Context: an optimization exercise on an open-source flow, tuned for small area. The choices shown serve that exercise and are no tape-out recipe. In this exercise RTL edits were held to simulation tests only and were not proved equivalent to the original. No driver is modelled on the clock port, so clocking that relies on it looks cheaper here than on a real chip. Power and IR drop assume default switching activity.

==> zinc: inputs <==
==> flow/design.v (excerpt) <==
module mcm_chip (
	input  logic                               clk,
	input  logic                               rst_n_i,
	input  logic                               spi_clk_i,
	input  logic                               spi_scsn_i,
	input  logic                               spi_mosi_i,
	output logic                               spi_miso_o,
	input  logic [2*4-1:0]        quad_i,
	input  logic [3*4-1:0]        limit_i,
	output logic [4-1:0]          intrpt_o
);
Settings: LEC_CHECK=0, CAP_MARGIN=0, CORE_MARGIN=2, CORE_UTILIZATION=50, HOLD_SLACK_MARGIN=0, SLEW_MARGIN=0, SYNTH_HIERARCHICAL=1; clock period 5.0 ns.
standard.sh (not shown) runs the stock make flow with config.mk's settings and CLKGATE_MAP_FILE= SYNTH_SCRIPT=/design/flow/synth_recipe.tcl, a recipe that flattens the netlist after the stock synthesis.
==> flow/flow/run.sh <==
#!/bin/bash
# Standard layout with three changes: small port buffers, no CTS dummy
# loads, and a power (area) recovery pass after CTS. make's output goes to
# standard.log; each ORFS step keeps its own log under orfs/logs.
set -euo pipefail
here=$(pwd)
export BUFFER_PORTS_ARGS="-buffer_cell sky130_fd_sc_hd__buf_1"
export CTS_ARGS="-sink_clustering_enable -repair_clock_nets -dont_use_dummy_load -buf_list sky130_fd_sc_hd__clkbuf_4 -sink_clustering_size 10 -sink_clustering_max_diameter 40"
export POST_CTS_TCL="$here/flow/post_cts.tcl"
export RECOVER_POWER=100
export POST_GLOBAL_ROUTE_TCL="$here/flow/post_grt.tcl"
bash standard.sh > standard.log 2>&1
==> flow/flow/post_cts.tcl <==
# after CTS and its timing repair: size down cells that have slack to spare
puts "post_cts: recovering area on paths with slack"
estimate_parasitics -placement
repair_timing -recover_power 100 -verbose
detailed_placement
check_placement -verbose
report_design_area
==> flow/flow/post_grt.tcl <==
# after global route and its power recovery: repair any slew or
# capacitance the downsizing broke, then route the changed nets again
puts "post_grt: repair design after power recovery"
global_route -start_incremental
estimate_parasitics -global_routing
repair_design -verbose
detailed_placement
global_route -end_incremental
check_placement -verbose
estimate_parasitics -global_routing
report_design_area
==> inputs of quartz, as changes to zinc <==
--- a/flow/flow/run.sh
+++ b/flow/flow/run.sh
@@ -10,3 +10,2 @@
 export RECOVER_POWER=100
-export POST_GLOBAL_ROUTE_TCL="$here/flow/post_grt.tcl"
 bash standard.sh > standard.log 2>&1
--- a/flow/config.mk
+++ b/flow/config.mk
@@ -9,3 +9,3 @@
 export CORE_MARGIN = 2
-export CORE_UTILIZATION = 50
+export CORE_UTILIZATION = 75
 export HOLD_SLACK_MARGIN = 0
removed: flow/flow/post_grt.tcl
==> inputs of harbor, as changes to zinc <==
--- a/flow/flow/run.sh
+++ b/flow/flow/run.sh
@@ -9,4 +9,2 @@
 export POST_CTS_TCL="$here/flow/post_cts.tcl"
-export RECOVER_POWER=100
-export POST_GLOBAL_ROUTE_TCL="$here/flow/post_grt.tcl"
 bash standard.sh > standard.log 2>&1
--- a/flow/config.mk
+++ b/flow/config.mk
@@ -9,3 +9,4 @@
 export CORE_MARGIN = 2
-export CORE_UTILIZATION = 50
+export CORE_UTILIZATION = 60
+export GPL_TIMING_DRIVEN = 0
 export HOLD_SLACK_MARGIN = 0
removed: flow/flow/post_grt.tcl
==> impl_summary.txt <==
----------------------------------------------------
[Power and ir drop]
  Clock group share of total power ... 0.256
  Psw ... 1.32 mW

[Place]
  Setup slack at placement ... 256 ps
  Dpl cells ... 1,822

[Floorplan]
  Standard-cell row count ... 56
  N_taps ... 319

[Worst setup path]
  Sum of buffers and inverters on the critical path ... 1
  Crit path arrival time ... 5090 ps

[Run status]
  Result of the run ... timing/DRC/antenna clean

[Routing]
  WL final ... 32,900 µm
  First-pass iteration count of the detailed router ... 6
  Routed len/inst ... 17.6 µm

[Final layout]
  Layout cell share with drive strength beyond 1 ... 0.0804

[GRT]
  GRT Total Usage ... 0.262

----------------------------------------------------
Source of the figures above: harbor

==> impl_summary.txt <==
----------------------------------------------------
[Run status]
  Result of the run ... failed layout checks
  Layout check failures ... max-capacitance violations, max-slew violations

[Routing]
  Routed len/inst ... 19.4 µm
  WL final ... 34,200 µm
  First-pass iteration count of the detailed router ... 7

[Final layout]
  Layout cell share with drive strength beyond 1 ... 0.0576

[Worst setup path]
  Sum of buffers and inverters on the critical path ... 3

[Job]
  Maximum Capacitance Violations ... 6

[Floorplan]
  N_taps ... 234
  Standard-cell row count ... 50

[Place]
  Dpl cells ... 1,720
  Setup slack at placement ... 630 ps

[Power and ir drop]
  Clock group share of total power ... 0.250

[GRT]
  GRT Total Usage ... 0.345

[STA]
  Fin. max-slew vios ... 224

----------------------------------------------------
Source of the figures above: quartz

==> impl_summary.txt <==
----------------------------------------------------
[Run status]
  Result of the run ... timing/DRC/antenna clean

[Final layout]
  Layout cell share with drive strength beyond 1 ... 0.0708
  Share of cell area taken by multi-input logic gates ... 0.446
  Number of signal-net inverters in the final layout ... 63
  Fin cells ... 1,924
  Number of flip-flops in the largest register ... 128
  Most common library cell in the layout ignoring fill and taps ... sky130_fd_sc_hd__nand2_1

[Worst setup path]
  Crit path arrival time ... 5010 ps
  Sum of buffers and inverters on the critical path ... 1

[Floorplan]
  N_taps ... 384
  Standard-cell row count ... 62

[STA]
  Worst setup margin ... 507 ps
  Maximum clock frequency ... 223 MHz

[Place]
  Dpl cells ... 1,872
  Setup slack at placement ... 598 ps

[Routing]
  WL final ... 35,000 µm
  Routed len/inst ... 18.2 µm

[Power and ir drop]
  Clock group share of total power ... 0.267
  Psw ... 1.33 mW

[GRT]
  Fraction of met1 tracks used by global routing ... 0.307
  Grt met3 use ... 0.0338
  GRT Total Usage ... 0.236

----------------------------------------------------
Source of the figures above: zinc

==> what the ideal ports hide <==
In the flow no input, the clock included, has a driving cell. The finished layouts below were timed again as built, in two steps.
Step 1 (the two cells are an assumption about what drives the block):
set clk [get_ports {clk}]
set_driving_cell -lib_cell sky130_fd_sc_hd__clkbuf_16 $clk
set_driving_cell -lib_cell sky130_fd_sc_hd__buf_2 [delete_from_list [all_inputs] $clk]
Step 2, shift: input delay + t, output delay - t, t = (earliest + latest rising clock arrival at the registers) / 2. This alone moves slack from input paths to output paths.
a / b / c = ideal ports / drivers / drivers and shift; a / b = the first two.
| run | t, ns | setup slack, ns | hold slack, ns | worst setup path after step 2 | worst register clock-pin slew, ns |
|---|---|---|---|---|---|
| zinc | 0.703 | 0.507 / 0.507 / 0.507 | 0.169 / 0.146 / 0.298 | register to register | 0.11 / 0.11 |
| quartz | 0.673 | 0.374 / 0.374 / 0.374 | 0.351 / 0.351 / 0.351 | register to register | 0.11 / 0.11 |
| harbor | 0.709 | 0.469 / 0.469 / 0.469 | 0.346 / 0.327 / 0.354 | register to register | 0.12 / 0.12 |
